Source: an optimization exercise on an open RTL-to-GDS flow (aim: small area). Production flows keep margins and buffers that such runs may drop. In this exercise RTL edits were held to simulation tests only and were not proved equivalent to the original. Power and IR drop assume default switching activity.

==> flow/design.v <==
package artp_pkg;
  localparam int SLOTS_DEF = 8;
endpackage
module ack_retry_pending_table (
  input  logic        clk,
  input  logic        rst_n,
  input  logic        in_valid,
  output logic        in_ready,
  input  logic [1:0]  in_req_type,
  input  logic [31:0] in_now_ms,
  input  logic [7:0]  in_dest_addr,
  input  logic [7:0]  in_packet_kind,
  input  logic [7:0]  in_ack_seq,
  input  logic [7:0]  in_ack_source,
  output logic        out_valid,
  input  logic        out_ready,
  output logic [2:0]  out_event,
  output logic [2:0]  out_slot,
  output logic [7:0]  out_seq,
  output logic [7:0]  out_peer_addr,
  output logic [7:0]  out_kind,
  output logic [3:0]  out_retry_count,
  output logic        out_ack_needed,
  output logic [31:0] out_lost_total,
  output logic        out_last,
  input  logic        cfg_we,
  input  logic [2:0]  cfg_idx,
  input  logic [15:0] cfg_wdata
);
  localparam logic [2:0] ST_IDLE = 3'd0, ST_MP = 3'd1, ST_T1 = 3'd2, ST_RS = 3'd3,
                        ST_ACC = 3'd4, ST_EMIT = 3'd5;
  logic        cfg_gw;
  logic [7:0]  cfg_own, cfg_bcast, cfg_dkind;
  logic [15:0] cfg_tmo;
  logic [3:0]  cfg_limit;
  always_ff @(posedge clk) begin
    if (!rst_n) begin
      cfg_gw    <= 1'b0;
      cfg_own   <= 8'd0;
      cfg_bcast <= 8'd255;
      cfg_dkind <= 8'd0;
      cfg_tmo   <= 16'd2000;
      cfg_limit <= 4'd3;
    end else if (cfg_we) begin
      case (cfg_idx)
        3'd0: cfg_gw    <= cfg_wdata[0];
        3'd1: cfg_own   <= cfg_wdata[7:0];
        3'd2: cfg_bcast <= cfg_wdata[7:0];
        3'd3: cfg_dkind <= cfg_wdata[7:0];
        3'd4: cfg_tmo   <= cfg_wdata;
        3'd5: cfg_limit <= cfg_wdata[3:0];
        default: ;
      endcase
    end
  end
  logic [2:0]   st;
  logic [6:0]   cyc;
  logic [7:0]   seq_r;
  logic [31:0]  loss_r;
  logic         found;       
  logic         blk;         
  logic         b_q, gt_q;   
  logic         to_hold;     
  logic [7:0]   v_q, m_q;
  logic [63:0]  dest_q, kind_q, seq_q;
  logic [31:0]  retr_q;
  logic [255:0] stamp_q;
  logic         ov, o_an;
  logic [2:0]   o_ev, o_slot;
  logic [7:0]   o_seq, o_peer, o_kind;
  logic [3:0]   o_retr;
  wire [2:0] head_slot = cyc[2:0];
  wire [3:0] dig    = cyc[3:0];
  wire [1:0] now_d  = in_now_ms[2*dig +: 2];
  wire [1:0] tmo_d  = cyc[3] ? 2'd0 : cfg_tmo[2*cyc[2:0] +: 2];
  wire [1:0] st_d   = stamp_q[1:0];
  wire       b_in   = (dig != 4'd0) && b_q;
  wire       gt_in  = (dig != 4'd0) && gt_q;
  wire [2:0] age_d  = {1'b0, now_d} - {1'b0, st_d} - {2'd0, b_in};
  wire       gt_out = (age_d[1:0] > tmo_d) || ((age_d[1:0] == tmo_d) && gt_in);
  always_ff @(posedge clk) begin
    b_q  <= age_d[2];
    gt_q <= gt_out;
    if (dig == 4'd15) to_hold <= gt_out;
  end
  wire        e_v    = v_q[0];
  wire        e_m    = m_q[0];
  wire [7:0]  e_dest = dest_q[7:0];
  wire [7:0]  e_kind = kind_q[7:0];
  wire [7:0]  e_seq  = seq_q[7:0];
  wire [3:0]  e_retr = retr_q[3:0];
  wire gwk    = cfg_gw && (e_kind == cfg_dkind);
  wire is_bc  = (e_dest == cfg_bcast);
  wire for_us = (in_dest_addr == cfg_own) || (in_dest_addr == cfg_bcast);
  wire r_lt   = (e_retr < cfg_limit);
  wire apply  = (cyc[6:4] == head_slot + 3'd1) && !cyc[3] &&
                (((st == ST_T1) && (cyc[6:4] != 3'd0)) ||
                 ((st == ST_RS) && (cyc[6:4] == 3'd0) && (in_req_type == 2'd2)));
  wire mp     = (st == ST_MP);
  wire wr_new = mp && (in_req_type == 2'd0) && !e_v && !found;
  wire a_hit  = mp && (in_req_type == 2'd1) && e_v && for_us && (e_seq == in_ack_seq);
  wire tk     = apply && e_v;
  wire t_send = tk && gwk;
  wire t_bc   = tk && !gwk && is_bc;
  wire t_to   = tk && !gwk && !is_bc && to_hold;
  wire t_retx = t_to && r_lt;
  wire t_fail = t_to && !r_lt;
  logic q_ack;
  wire  q_tick = o_ev[2];
  wire  q_add  = !o_ev[2] && !q_ack;
  wire out_free = !ov || out_ready;
  wire any_m    = |m_q;
  wire others   = |m_q[7:1];
  wire acc_fire = (st == ST_ACC) && in_valid && !ov;
  wire emit_ld  = (st == ST_EMIT) && e_m && !blk && out_free;
  wire fail_ld  = emit_ld && q_tick && !e_v && !gwk;
  assign in_ready = (st == ST_ACC) && !ov;
  wire        v_new    = wr_new || (e_v && !(a_hit || t_send || t_bc || t_fail));
  wire        m_new    = (mp || apply) ? (wr_new || a_hit || t_send || t_to) : (e_m && !emit_ld);
  wire [3:0]  retr_new = wr_new ? 4'd0 : (t_retx ? e_retr + 4'd1 : e_retr);
  wire [7:0]  dest_new = wr_new ? in_dest_addr   : e_dest;
  wire [7:0]  kind_new = wr_new ? in_packet_kind : e_kind;
  wire [7:0]  seq_new  = wr_new ? seq_r          : e_seq;
  wire [7:0]  vm       = v_q & m_q;
  wire [2:0]  rs_pos   = cyc[6:4] - head_slot;
  wire        restamp  = (st == ST_RS) && vm[rs_pos];
  wire [1:0]  stmp_new = restamp ? now_d : st_d;
  always_ff @(posedge clk) begin
    v_q     <= rst_n ? {v_new, v_q[7:1]} : 8'd0;
    m_q     <= {m_new, m_q[7:1]};
    dest_q  <= {dest_new, dest_q[63:8]};
    kind_q  <= {kind_new, kind_q[63:8]};
    seq_q   <= {seq_new, seq_q[63:8]};
    retr_q  <= {retr_new, retr_q[31:4]};
    stamp_q <= {stmp_new, stamp_q[255:2]};
  end
  logic [8:0]  seq_t;
  logic [32:0] loss_t;
  assign seq_t[0]  = wr_new;
  assign loss_t[0] = fail_ld;
  for (genvar i = 0; i < 8; i++)  assign seq_t[i+1]  = seq_t[i] & seq_r[i];
  for (genvar i = 0; i < 32; i++) assign loss_t[i+1] = loss_t[i] & loss_r[i];
  always_ff @(posedge clk) begin
    if (!rst_n) begin
      st     <= ST_IDLE;
      cyc    <= 7'd0;
      seq_r  <= 8'd0;
      loss_r <= 32'd0;
      ov     <= 1'b0;
    end else begin
      cyc <= cyc + 7'd1;
      seq_r  <= seq_r ^ seq_t[7:0];
      loss_r <= loss_r ^ loss_t[31:0];
      case (st)
        ST_IDLE: if (in_valid && !ov) begin
          case (in_req_type)
            2'd0:    if (cyc == 7'd119)     st <= ST_MP;
            2'd2:    if (cyc == 7'd127)     st <= ST_T1;
            default: if (head_slot == 3'd7) st <= ST_MP;   
          endcase
        end
        ST_MP:   if (head_slot == 3'd7) st <= (in_req_type == 2'd0) ? ST_RS : ST_ACC;
        ST_T1:   if (cyc == 7'd127) st <= ST_RS;
        ST_RS:   if (cyc == 7'd127) st <= ST_ACC;
        ST_ACC:  if (acc_fire) st <= any_m ? ST_EMIT : ST_IDLE;
        default: if (emit_ld && !others) st <= ST_IDLE;
      endcase
      if (acc_fire)       ov <= !any_m;
      else if (emit_ld)   ov <= 1'b1;
      else if (out_ready) ov <= 1'b0;
    end
  end
  always_ff @(posedge clk) begin
    found <= (st == ST_IDLE) ? 1'b0 : (found || wr_new);
    if (head_slot == 3'd7)     blk <= 1'b0;
    else if (acc_fire)         blk <= 1'b1;
    else if (e_m && !out_free) blk <= 1'b1;
    if (acc_fire) q_ack <= (in_req_type == 2'd1);
  end
  always_ff @(posedge clk) begin
    if (acc_fire) begin
      o_ev   <= (in_req_type == 2'd0) ? 3'd1 : (in_req_type == 2'd1) ? 3'd3 : 3'd7;
      o_slot <= 3'd0;
      o_seq  <= (in_req_type == 2'd1) ? in_ack_seq : 8'd0;
      o_peer <= (in_req_type == 2'd1) ? in_ack_source :
                (in_req_type == 2'd0) ? in_dest_addr : 8'd0;
      o_kind <= 8'd0;
      o_retr <= 4'd0;
      o_an   <= 1'b0;
    end else if (emit_ld) begin
      o_ev   <= q_add ? 3'd0 : q_ack ? 3'd2 :
                e_v ? 3'd5 : (gwk ? 3'd4 : 3'd6);
      o_slot <= head_slot;
      o_seq  <= e_seq;
      if (q_tick) o_peer <= e_dest;
      o_kind <= e_kind;
      o_retr <= e_retr;
      o_an   <= q_add && !cfg_gw && !is_bc;
    end
  end
  assign out_valid       = ov;
  assign out_event       = o_ev;
  assign out_slot        = o_slot;
  assign out_seq         = o_seq;
  assign out_peer_addr   = o_peer;
  assign out_kind        = o_kind;
  assign out_retry_count = o_retr;
  assign out_ack_needed  = o_an;
  assign out_lost_total  = loss_r;
  assign out_last        = !any_m;
endmodule
==> flow/config.mk <==
export PLATFORM = sky130hd
export DESIGN_NAME = ack_retry_pending_table
export DESIGN_NICKNAME = ack_retry_pending_table
export VERILOG_FILES = /design/flow/design.v
export SDC_FILE = /design/flow/constraint.sdc
export NUM_CORES = 4
export LEC_CHECK = 0
export CAP_MARGIN = 20
export CORE_MARGIN = 2
export CORE_UTILIZATION = 60
export CTS_BUF_LIST = sky130_fd_sc_hd__clkbuf_16
export CTS_CLUSTER_DIAMETER = 100
export CTS_CLUSTER_SIZE = 25
export SLEW_MARGIN = 20
==> flow/constraint.sdc <==
create_clock -name core_clock -period 10.0 [get_ports {clk}]
set_input_delay 2.0000 -clock core_clock [delete_from_list [all_inputs] [get_ports {clk}]]
set_output_delay 2.0000 -clock core_clock [all_outputs]
set_load 0.01 [all_outputs]
standard.sh (not shown) runs the stock make flow with config.mk's settings and CLKGATE_MAP_FILE= SYNTH_SCRIPT=/design/flow/synth_recipe.tcl, a recipe that flattens the netlist after the stock synthesis.
==> flow/flow/run.sh <==
#!/bin/bash
# Own flow: the standard layout with two changes in how it is made:
#  - the synthesis maps the logic with an area-oriented ABC script
#    (flow/area.abc); reading, flip-flop mapping, flattening and renaming are
#    the standard synthesis unchanged, so the registers are the same;
#  - the port buffers are the smallest buffer cell, not the one buffer_ports
#    picks by itself.
set -euo pipefail
here=$(pwd)
export BUFFER_PORTS_ARGS="-buffer_cell sky130_fd_sc_hd__buf_1"
export MY_ABC_SCRIPT="$here/flow/area.abc"
{ cat flow/abc_hook.tcl; cat synth_recipe.tcl; } > my_synth.tcl
sed "s#/synth_recipe.tcl#/my_synth.tcl#" standard.sh > my_standard.sh
grep -q my_synth.tcl my_standard.sh
bash my_standard.sh > standard_flow.log 2>&1
==> flow/flow/abc_hook.tcl <==
# Makes the synthesis map its logic with the ABC script in MY_ABC_SCRIPT instead
# of the one ORFS picks; nothing else of the synthesis changes.
proc my_fix_abc {args} {
  set i [lsearch -exact $::abc_args -script]
  if { $i >= 0 } {
    set ::abc_args [lreplace $::abc_args [expr {$i + 1}] [expr {$i + 1}] $::env(MY_ABC_SCRIPT)]
  }
}
trace add variable ::abc_args write my_fix_abc
==> flow/flow/area.abc <==
strash
&get -n
&fraig -x
&put
scorr
dc2
strash
dch -f
amap
topo
strash
dch -f
amap
The starting point finished with timing, DRC and antenna clean.
Change:
--- a/flow/config.mk
+++ b/flow/config.mk
@@ -10,5 +10,6 @@
 export CORE_UTILIZATION = 60
 export CTS_BUF_LIST = sky130_fd_sc_hd__clkbuf_16
-export CTS_CLUSTER_DIAMETER = 100
-export CTS_CLUSTER_SIZE = 25
+export CTS_CLUSTER_DIAMETER = 80
+export CTS_CLUSTER_SIZE = 28
+export GPL_TIMING_DRIVEN = 0
 export SLEW_MARGIN = 20
=> The new run completed without violations; wire length shrinks by 3.1%; die area is unchanged; first-iteration DRC count came out higher by 16%; worst setup slack degrades by 0.55 ns; register-to-register slack loses 0.12 ns; utilization went down by 0.19 points; clock-buffer cell count went down by 3; fmax drops by 6.6%; clock skew rises by 0.0078 ns; critical path depth rises by 1; global-route usage decreases by 0.75 points.
Change:
==> flow/flow/area.abc (replaced) <==
strash
&get -n
&fraig -x
&put
scorr
dc2
strash
dch -f
amap -F 4 -A 4
topo
strash
dch -f
amap -F 4 -A 4
--- a/flow/config.mk
+++ b/flow/config.mk
@@ -11,5 +11,4 @@
 export CTS_BUF_LIST = sky130_fd_sc_hd__clkbuf_16
 export CTS_CLUSTER_DIAMETER = 80
-export CTS_CLUSTER_SIZE = 28
-export GPL_TIMING_DRIVEN = 0
+export CTS_CLUSTER_SIZE = 32
 export SLEW_MARGIN = 20
Die area is about the same.
Hold slack hardly moves.
Clock-buffer cell count came out lower by 3.
Synthesized cell count came out lower by 0.63%.

* * *

Starts from the design.v that is shown in full above.
clock: 10.0 ns
lec_check: 0
cap_margin: 20
core_margin: 2
core_utilization: 70
cts_buf_list: sky130_fd_sc_hd__clkbuf_16
cts_cluster_diameter: 80
cts_cluster_size: 28
slew_margin: 20
==> flow/flow/area.abc <==
strash
&get -n
&fraig -x
&put
scorr
dc2
strash
dch -f
amap -F 4 -A 4
topo
strash
dch -f
amap -F 4 -A 4
Scripts as last shown in full above: flow/flow/run.sh, flow/flow/abc_hook.tcl
The starting point produced a clean layout.
==> next run, changes <==
Settings changed: CORE_UTILIZATION 70 to 60.
Result: Power decreases by 0.73%; via count decreases by 2.2%; non-clock buffer count is unchanged; cell count increases by 3.1%; first-iteration DRC count decreases by 32%; wire length decreases by 4.8%.
==> next run, changes <==
==> flow/flow/area.abc (replaced) <==
strash
&get -n
&fraig -x
&put
scorr
dc2
strash
dch -f
amap
topo
strash
dch -f
amap
=> Global-route usage goes up by 0.22 points. Critical path depth goes up by 1. Worst hold slack is better by 0.0055 ns. Clock-buffer cell count goes up by 1.
==> next run, changes <==
Settings changed: CAP_MARGIN 20 to 0, SLEW_MARGIN 20 to 0.
Via count does not change.
Total power is unchanged.
Worst setup slack does not change.
Count of clock-buffer cells in the layout stays the same.
Area after synthesis stays the same.
Clock power hardly moves.
Final cell count is unchanged.
Final area is unchanged.

* * *

ack_retry_pending_table, a different RTL version from the one above (not shown whole).
Size in the first run: roughly 630 flip-flops, ~160 I/O pins.
clock: 10.0 ns
lec_check: 0
cap_margin: 20
core_margin: 2
core_utilization: 70
cts_buf_list: sky130_fd_sc_hd__clkbuf_8
cts_cluster_diameter: 50
cts_cluster_size: 18
slew_margin: 20
==> flow/flow/run.sh <==
#!/bin/bash
# Own flow: the standard layout, with the port buffers made of the
# smallest buffer cell instead of the one buffer_ports picks by itself.
set -euo pipefail
export BUFFER_PORTS_ARGS="-buffer_cell sky130_fd_sc_hd__buf_1"
bash standard.sh > standard_flow.log 2>&1
The baseline produced a clean layout.
Next try:
Settings changed: CORE_UTILIZATION 70 to 60, CTS_CLUSTER_DIAMETER 50 to 60, CTS_CLUSTER_SIZE 18 to 16.
Effect: Routed wire length came out lower by a few percent; non-clock buffer count is unchanged; via count came out lower slightly; critical path depth stays the same; area after synthesis is unchanged; maximum frequency is about the same; first-iteration DRC count came out lower by about a fifth.
Next try:
Settings changed: CTS_BUF_LIST sky130_fd_sc_hd__clkbuf_8 to sky130_fd_sc_hd__clkbuf_16, CTS_CLUSTER_SIZE 16 to 30.
Fmax hardly moves.
Sequential power is about the same.
Final cell count decreases by about 0.6%.
Wire length increases by about 0.65%.
Final area increases by 1.9%.
Utilization increases by 1.3 points.
Clock-buffer cell count decreases by 12.
Total power increases by 8.1%.
First-iteration DRC count increases by about 16%.
Via count decreases by 0.56%.
Next try:
Settings changed: CTS_CLUSTER_DIAMETER 60 to 100, CTS_CLUSTER_SIZE 30 to 25.
After rerunning: Final area goes down by 2.1%; combinational power stays flat; worst setup slack gets better by 0.061 ns; power goes down by 7.3%; core utilization goes down by 1.4 points; flip-flop and latch count is unchanged.

-- re-timing with driven ports --
How much do the figures lean on ideal ports? The routed layouts below were timed once more, with nothing changed but the port constraints.
Step 1 (the two cells are an assumption about what drives the block):
set clk [get_ports {clk}]
set_driving_cell -lib_cell sky130_fd_sc_hd__clkbuf_16 $clk
set_driving_cell -lib_cell sky130_fd_sc_hd__buf_2 [delete_from_list [all_inputs] $clk]
Step 2, shift: input delay + t, output delay - t, t = (earliest + latest rising clock arrival at the registers) / 2. This alone moves slack from input paths to output paths.
a / b / c = ideal ports / drivers / drivers and shift; a / b = the first two.
run | t (ns) | slack for setup (ns) | hold slack, ns | worst register clock-pin slew, ns | worst slew at a driven data input, ns
the first run of note 1 | 0.611 | 2.213 / 2.235 / 1.624 | 0.324 / 0.324 / 0.324 | 0.10 / 0.10 | 0.07
the second run of note 1 | 0.631 | 1.664 / 1.679 / 1.049 | 0.323 / 0.323 / 0.323 | 0.11 / 0.11 | 0.07
the third run of note 1 | 0.599 | 2.065 / 2.085 / 1.486 | 0.322 / 0.322 / 0.322 | 0.12 / 0.12 | 0.06
the first run of note 2 | 0.603 | 1.993 / 2.019 / 1.416 | 0.322 / 0.322 / 0.322 | 0.11 / 0.11 | 0.07
the second run of note 2 | 0.610 | 2.062 / 2.082 / 1.472 | 0.316 / 0.316 / 0.316 | 0.10 / 0.10 | 0.06
the third run of note 2 | 0.611 | 2.217 / 2.236 / 1.626 | 0.322 / 0.322 / 0.322 | 0.11 / 0.11 | 0.07
the fourth run of note 2 | 0.611 | 2.217 / 2.236 / 1.626 | 0.322 / 0.322 / 0.322 | 0.11 / 0.11 | 0.07
the first run of note 3 | 0.609 | 1.721 / 1.743 / 1.134 | 0.319 / 0.319 / 0.319 | 0.11 / 0.11 | 0.06
the second run of note 3 | 0.615 | 1.724 / 1.748 / 1.133 | 0.320 / 0.320 / 0.320 | 0.10 / 0.10 | 0.06
the third run of note 3 | 0.567 | 1.720 / 1.750 / 1.184 | 0.316 / 0.316 / 0.316 | 0.10 / 0.10 | 0.06
the fourth run of note 3 | 0.633 | 1.781 / 1.812 / 1.179 | 0.326 / 0.326 / 0.326 | 0.11 / 0.11 | 0.06
After both steps setup and hold are still met in every run listed. The setup slack of the second run of note 1, which loses most, moves by +0.015 ns with the drivers and by -0.615 ns with both steps.
